This is an optimization exercise on Yosys and OpenROAD, whose aim is small area, a short achievable clock period and few clock cycles, not a production implementation.
Function was checked by simulation only, so behaviour that the tests miss may differ from the original.
No activity file was given, so power comes from the tool's default toggle rates.

== run A ==
==> flow/design.v (excerpt) <==
module multicycle_cpu #(
  parameter int              XLEN     = cpu_pkg::XLEN_DEFAULT,
  parameter int              NREG     = 32,
  parameter logic [XLEN-1:0] RESET_PC = '0
) (
  input  logic              Clock,
  input  logic              Reset,
  output logic              imem_req,
  output logic [XLEN-1:0]   imem_addr,
  input  logic              imem_ready,
  input  logic [31:0]       imem_rdata,
  output logic              dmem_req,
  output logic              dmem_we,
  output logic [XLEN-1:0]   dmem_addr,
  output logic [XLEN-1:0]   dmem_wdata,
  input  logic              dmem_ready,
  input  logic [XLEN-1:0]   dmem_rdata,
  output logic [XLEN-1:0]   Result,
  output logic [XLEN-1:0]   Addr,
  output logic              retire,
  output logic              halted
);
  logic [XLEN-1:0] pc_f;
  logic            halted_reg;
  logic [XLEN-1:0] result_reg;
  logic            x_valid, x_halt;
  logic [XLEN-1:0] x_pc, x_a, x_b, x_sd;
  logic            x_la, x_lb, x_fs;        
  logic            x_we, x_res, x_lw, x_sw, x_beq;
  logic            x_sub, x_and, x_or, x_slt;
  logic [4:0]      x_wa;
  logic            m_valid;
  logic [XLEN-1:0] m_pc, m_alu, m_sd;
  logic            m_we, m_res, m_lw, m_sw;
  logic [4:0]      m_wa;
  logic            m_mem, m_stall, m_done;
  logic [XLEN-1:0] m_wdata;
  assign m_mem   = m_lw || m_sw;
  assign m_stall = m_valid && m_mem && !dmem_ready;
  assign m_done  = m_valid && !m_stall;
  assign m_wdata = m_lw ? dmem_rdata : m_alu;
  logic [5:0]  f_op, f_fn;
  logic [4:0]  f_rs, f_rt, f_rd, f_wa;
  logic [15:0] f_imm;
  logic        f_rtype, f_alu_r, f_addi, f_lw, f_sw, f_beq, f_j, f_legal;
  logic        f_use_rt;
  assign f_op  = imem_rdata[31:26];
  assign f_fn  = imem_rdata[5:0];
  assign f_rs  = imem_rdata[25:21];
  assign f_rt  = imem_rdata[20:16];
  assign f_rd  = imem_rdata[15:11];
  assign f_imm = imem_rdata[15:0];
  assign f_rtype = (f_op == cpu_pkg::OP_RTYPE);
  assign f_alu_r = f_rtype && ((f_fn == cpu_pkg::FN_ADD) || (f_fn == cpu_pkg::FN_SUB) ||
                               (f_fn == cpu_pkg::FN_AND) || (f_fn == cpu_pkg::FN_OR) ||
                               (f_fn == cpu_pkg::FN_SLT));
  ...
Size: about 1,300 flip-flops, roughly 230 I/O pins.
clock: 6.0 ns
lec_check: 0
abc_area: 1
cap_margin: 20
core_margin: 2
core_utilization: 45
cts_cluster_diameter: 70
cts_cluster_size: 30
place_density: 0.6
setup_slack_margin: 2.8
slew_margin: 20
run.sh (not shown) runs the stock make flow with config.mk's settings and CLKGATE_MAP_FILE= SYNTH_SCRIPT=/design/flow/synth_recipe.tcl, a recipe that flattens the netlist after the stock synthesis.
Run A | stages: all done | timing, DRC, antenna: all pass
Testbench counts of run A, summed over its fixed seeds: cycles 16,535.
The following lists how run B was set up differently from run A:
- CORE_UTILIZATION changed from 45 to 55
- PLACE_DENSITY changed from 0.6 to 0.65
==> summary.txt <==
Run B vs. run A: met2 global-route usage now sits higher; post-CTS setup buffer count has increased. Relative to run A, the first-pass GRT wire length measured on run B has decreased by a few percent. As far as number of pins with negative max-slew slack in the final report goes, run B and run A are indistinguishable; the numbers are identical. The die width number comes out higher for run A vs run B.
[inputs] run C vs run B
- changing CORE_UTILIZATION from 55 to 45
- changing CTS_CLUSTER_DIAMETER from 70 to 60
- changing SETUP_SLACK_MARGIN from 2.8 to 2.5
- changing PLACE_DENSITY from 0.65 to 0.6
- changing CTS_CLUSTER_SIZE from 30 to 24
## What came out
- Run C closes out successfully: all stages finished, all timing, DRC and antenna checks passed.
- Run B: flow completed, timing, DRC and antenna clean
- As of run C, final design area excluding fillers had fallen slightly compared to run B.
- Chip width in run C is about 10% above run B.
- Summary of the comparison: power attributed to the clock group is higher in run C, relative to run B.
- Run C vs run B — TritonCTS buffer count climbed by more than a quarter
- Diff run B -> run C: met3 wire length down 5300 um; total power after layout +about 5.6%; clock transition at the registers of the reported paths saw a decrease; portion of total power attributed to sequential cells lower.
- Core utilization was lower in the run labelled run C.
- On wire length, run C does worse than run B.
- Run B reports its master of the slowest instance on the critical path as sky130_fd_sc_hd__o21ai_0 while run C reports sky130_fd_sc_hd__o21ai_2.


multicycle_cpu, a different RTL version from the one above (not shown whole).
For scale: roughly 6,600 cells after synthesis, roughly 230 I/O pins.
Settings: LEC_CHECK=0, ABC_AREA=1, CAP_MARGIN=20, CORE_MARGIN=2, CORE_UTILIZATION=55, CTS_CLUSTER_DIAMETER=70, CTS_CLUSTER_SIZE=30, PLACE_DENSITY=0.65, SETUP_SLACK_MARGIN=2.65, SLEW_MARGIN=20; clock period 6.0 ns.
Testbench counts at the start, summed over its fixed seeds: cycles 16,535.
Next try:
--- a/flow/config.mk
+++ b/flow/config.mk
@@ -11,2 +11,2 @@
-export CORE_UTILIZATION = 55
-export CTS_CLUSTER_DIAMETER = 70
+export CORE_UTILIZATION = 57
+export CTS_CLUSTER_DIAMETER = 65
@@ -14,2 +14,2 @@
-export PLACE_DENSITY = 0.65
-export SETUP_SLACK_MARGIN = 2.65
+export PLACE_DENSITY = 0.67
+export SETUP_SLACK_MARGIN = 2.9
After rerunning: Fmax goes up by a few percent; global-route usage rises by 2.7 points; routed wire length goes up by a few percent; non-clock buffer count came out higher by 94; final area climbs by a few percent; clock power went up by roughly a tenth; critical path depth fell by 4.
Next try:
--- a/flow/config.mk
+++ b/flow/config.mk
@@ -11,2 +11,2 @@
-export CORE_UTILIZATION = 57
-export CTS_CLUSTER_DIAMETER = 65
+export CORE_UTILIZATION = 55
+export CTS_CLUSTER_DIAMETER = 70
@@ -14,2 +14,2 @@
-export PLACE_DENSITY = 0.67
-export SETUP_SLACK_MARGIN = 2.9
+export PLACE_DENSITY = 0.65
+export SETUP_SLACK_MARGIN = 2.8
After rerunning:
- critical path depth stays the same
- wire length falls by a few percent
- clock power falls by about a fifth
- fmax is about the same
- count of clock-buffer cells in the layout falls by 17
- area after synthesis does not change


Another version of the RTL of multicycle_cpu (not shown whole).
For scale: roughly 6500 cells after synthesis, ~1300 flip-flops.
==> flow/design.v (excerpt) <==
module multicycle_cpu #(
  parameter int              XLEN     = cpu_pkg::XLEN_DEFAULT,
  parameter int              NREG     = 32,
  parameter logic [XLEN-1:0] RESET_PC = '0
) (
  input  logic              Clock,
  input  logic              Reset,
  output logic              imem_req,
  output logic [XLEN-1:0]   imem_addr,
  input  logic              imem_ready,
  input  logic [31:0]       imem_rdata,
  output logic              dmem_req,
  output logic              dmem_we,
  output logic [XLEN-1:0]   dmem_addr,
  output logic [XLEN-1:0]   dmem_wdata,
  input  logic              dmem_ready,
  input  logic [XLEN-1:0]   dmem_rdata,
  output logic [XLEN-1:0]   Result,
  output logic [XLEN-1:0]   Addr,
  output logic              retire,
  output logic              halted
);
  logic [XLEN-1:0] pc_f;
  logic            halted_reg;
  logic [XLEN-1:0] result_reg;
  logic            x_valid, x_halt;
  logic [XLEN-1:0] x_pc, x_a, x_b, x_sd;
  logic            x_la, x_lb, x_fs;        
  logic            x_we, x_res, x_lw, x_sw, x_beq;
  logic            x_sub, x_and, x_or, x_slt;
  logic [4:0]      x_wa;
  logic            m_valid;
  logic [XLEN-1:0] m_pc, m_alu, m_sd;
  logic            m_we, m_res, m_lw, m_sw;
  logic [4:0]      m_wa;
  logic            m_mem, m_stall, m_done;
  logic [XLEN-1:0] m_wdata;
  assign m_mem   = m_lw || m_sw;
  assign m_stall = m_valid && m_mem && !dmem_ready;
  assign m_done  = m_valid && !m_stall;
  assign m_wdata = m_lw ? dmem_rdata : m_alu;
  logic [5:0]  f_op, f_fn;
  logic [4:0]  f_rs, f_rt, f_rd, f_wa;
  logic [15:0] f_imm;
  logic        f_rtype, f_alu_r, f_addi, f_lw, f_sw, f_beq, f_j, f_legal;
  logic        f_use_rt;
  assign f_op  = imem_rdata[31:26];
  assign f_fn  = imem_rdata[5:0];
  assign f_rs  = imem_rdata[25:21];
  assign f_rt  = imem_rdata[20:16];
  assign f_rd  = imem_rdata[15:11];
  ...
make LEC_CHECK=0 ABC_AREA=1 CAP_MARGIN=20 CORE_MARGIN=2 CORE_UTILIZATION=55 CTS_CLUSTER_DIAMETER=60 CTS_CLUSTER_SIZE=30 PLACE_DENSITY=0.65 SETUP_SLACK_MARGIN=2.8 SLEW_MARGIN=20 finish   # period 6.0 ns
Testbench counts at the start, summed over its fixed seeds: cycles 16,535.
Then changed:
- CTS_CLUSTER_DIAMETER: 60 -> 70
Result: The changed run passed the timing, DRC and antenna checks. First-iteration DRC count grows by 1.7%. Final cell count shrinks by 0.44%. Routed wire length shrinks by 0.35%. Non-clock buffer count grows by 19.


== P ==
multicycle_cpu with an RTL version that a note above also has.
Size: roughly 6600 cells after synthesis, ~63000 um2 of cells after synthesis.
Design multicycle_cpu, start of the top module:
module multicycle_cpu #(
  parameter int              XLEN     = cpu_pkg::XLEN_DEFAULT,
  parameter int              NREG     = 32,
  parameter logic [XLEN-1:0] RESET_PC = '0
) (
  input  logic              Clock,
  input  logic              Reset,
  output logic              imem_req,
  output logic [XLEN-1:0]   imem_addr,
  input  logic              imem_ready,
  input  logic [31:0]       imem_rdata,
  output logic              dmem_req,
  output logic              dmem_we,
  output logic [XLEN-1:0]   dmem_addr,
  output logic [XLEN-1:0]   dmem_wdata,
  input  logic              dmem_ready,
  input  logic [XLEN-1:0]   dmem_rdata,
  output logic [XLEN-1:0]   Result,
  output logic [XLEN-1:0]   Addr,
  output logic              retire,
  output logic              halted
);
  logic [XLEN-1:0] pc_f;
  logic            halted_reg;
  logic [XLEN-1:0] result_reg;
  logic            x_valid, x_halt;
  logic [XLEN-1:0] x_pc, x_a, x_b, x_sd;
  logic            x_la, x_lb, x_fs;        
  logic            x_we, x_res, x_lw, x_sw, x_beq;
  logic            x_sub, x_and, x_or, x_slt;
  logic [4:0]      x_wa;
  logic            m_valid;
  logic [XLEN-1:0] m_pc, m_alu, m_sd;
  logic            m_we, m_res, m_lw, m_sw;
  logic [4:0]      m_wa;
  logic            m_mem, m_stall, m_done;
  logic [XLEN-1:0] m_wdata;
  assign m_mem   = m_lw || m_sw;
  assign m_stall = m_valid && m_mem && !dmem_ready;
  assign m_done  = m_valid && !m_stall;
  assign m_wdata = m_lw ? dmem_rdata : m_alu;
  logic [5:0]  f_op, f_fn;
  logic [4:0]  f_rs, f_rt, f_rd, f_wa;
  logic [15:0] f_imm;
  logic        f_rtype, f_alu_r, f_addi, f_lw, f_sw, f_beq, f_j, f_legal;
  logic        f_use_rt;
  assign f_op  = imem_rdata[31:26];
  assign f_fn  = imem_rdata[5:0];
  assign f_rs  = imem_rdata[25:21];
  assign f_rt  = imem_rdata[20:16];
  assign f_rd  = imem_rdata[15:11];
  assign f_imm = imem_rdata[15:0];
  assign f_rtype = (f_op == cpu_pkg::OP_RTYPE);
  assign f_alu_r = f_rtype && ((f_fn == cpu_pkg::FN_ADD) || (f_fn == cpu_pkg::FN_SUB) ||
                               (f_fn == cpu_pkg::FN_AND) || (f_fn == cpu_pkg::FN_OR) ||
                               (f_fn == cpu_pkg::FN_SLT));
  assign f_addi  = (f_op == cpu_pkg::OP_ADDI);
  assign f_lw    = (f_op == cpu_pkg::OP_LW);
  assign f_sw    = (f_op == cpu_pkg::OP_SW);
  assign f_beq   = (f_op == cpu_pkg::OP_BEQ);
  ...
clock: 6.0 ns
lec_check: 0
abc_area: 1
cap_margin: 20
core_margin: 2
core_utilization: 56
cts_cluster_diameter: 70
cts_cluster_size: 30
place_density: 0.64
setup_slack_margin: 2.75
slew_margin: 20
Testbench counts of P, summed over its fixed seeds: cycles 16,535.
--- input diff P..T ---
# P
export LEC_CHECK = 0
export ABC_AREA = 1
export CAP_MARGIN = 20
export CORE_MARGIN = 2
export CORE_UTILIZATION = 56
export CTS_CLUSTER_DIAMETER = 70
export CTS_CLUSTER_SIZE = 30
export PLACE_DENSITY = 0.64
export SETUP_SLACK_MARGIN = 2.75
export SLEW_MARGIN = 20
create_clock -name core_clock -period 6.0 [get_ports {Clock}]
# T
export LEC_CHECK = 0
export ABC_AREA = 1
export CAP_MARGIN = 20
export CORE_MARGIN = 2
export CORE_UTILIZATION = 53
export CTS_CLUSTER_DIAMETER = 70
export CTS_CLUSTER_SIZE = 32
export PLACE_DENSITY = 0.66
export SETUP_SLACK_MARGIN = 2.8
export SLEW_MARGIN = 20
create_clock -name core_clock -period 6.0 [get_ports {Clock}]
Findings:
Every stage of the flow completed for T, and the final layout passed the timing, DRC and antenna checks.
P: flow completed, timing, DRC and antenna clean
For T, the critical-path cell with the highest stage delay was sky130_fd_sc_hd__nand4_1, unlike P, where it was sky130_fd_sc_hd__nor4_4.
Between P and T, count of clock-buffer cells in the layout is lower for P, T comes in above that.
Going from P to T, maximum single-stage delay on the critical path went up; via total after detailed routing barely changed; per-cell routed wire length decreased by 0.50% relative to the old numbers; overall routing resource usage shows a reduction of 1.6 points.
Re power attributed to the clock group: P and T aren't equal, and the lower value belongs to P.
Lower floorplan row count among P and T: P
Between P and T, the flow reports cell area increasing slightly.
Critical path depth in cells, P and T, lower one = T.
The area overhead of the layout relative to synthesis in T sits 0.97 points above the value recorded for P.
| combinational fraction of design power | lower: T |

## static timing again, ports no longer ideal
No port has a modelled driver above. Below, the same layouts with a new extraction and two added sets of constraints.
Step 1 (the two cells are an assumption about what drives the block):
set clk [get_ports {Clock}]
set_driving_cell -lib_cell sky130_fd_sc_hd__clkbuf_16 $clk
set_driving_cell -lib_cell sky130_fd_sc_hd__buf_2 [delete_from_list [all_inputs] $clk]
Step 2 adds t to the input delays and takes it off the output delays; t is the mean of the earliest and latest rising clock arrival at the registers after step 1. Input paths then give back, and output paths get back, about the clock's delay inside the block.
Three values: ideal, step 1, step 2; two values: the first two.
run	t (ns)	setup slack, ns	latest minus earliest clock arrival (ns)
run A	0.845	2.549 / 2.597 / 1.752	0.046 / 0.046
run B	0.820	2.605 / 2.596 / 1.776	0.057 / 0.056
run C	0.871	2.426 / 2.323 / 1.473	0.031 / 0.031
the first run of note 2	0.796	2.542 / 2.386 / 1.590	0.058 / 0.058
the second run of note 2	0.800	2.643 / 2.675 / 1.875	0.055 / 0.055
the third run of note 2	0.779	2.651 / 2.683 / 1.904	0.062 / 0.062
the first run of note 3	0.826	2.649 / 2.654 / 1.867	0.046 / 0.046
the second run of note 3	0.810	2.676 / 2.660 / 1.849	0.045 / 0.045
P	0.783	2.382 / 2.371 / 1.588	0.062 / 0.062
T	0.799	2.595 / 2.652 / 1.852	0.061 / 0.061
After both steps every run listed still meets setup and hold. The setup slack of run C, which loses most, moves by -0.103 ns with the drivers and by -0.953 ns with both steps.
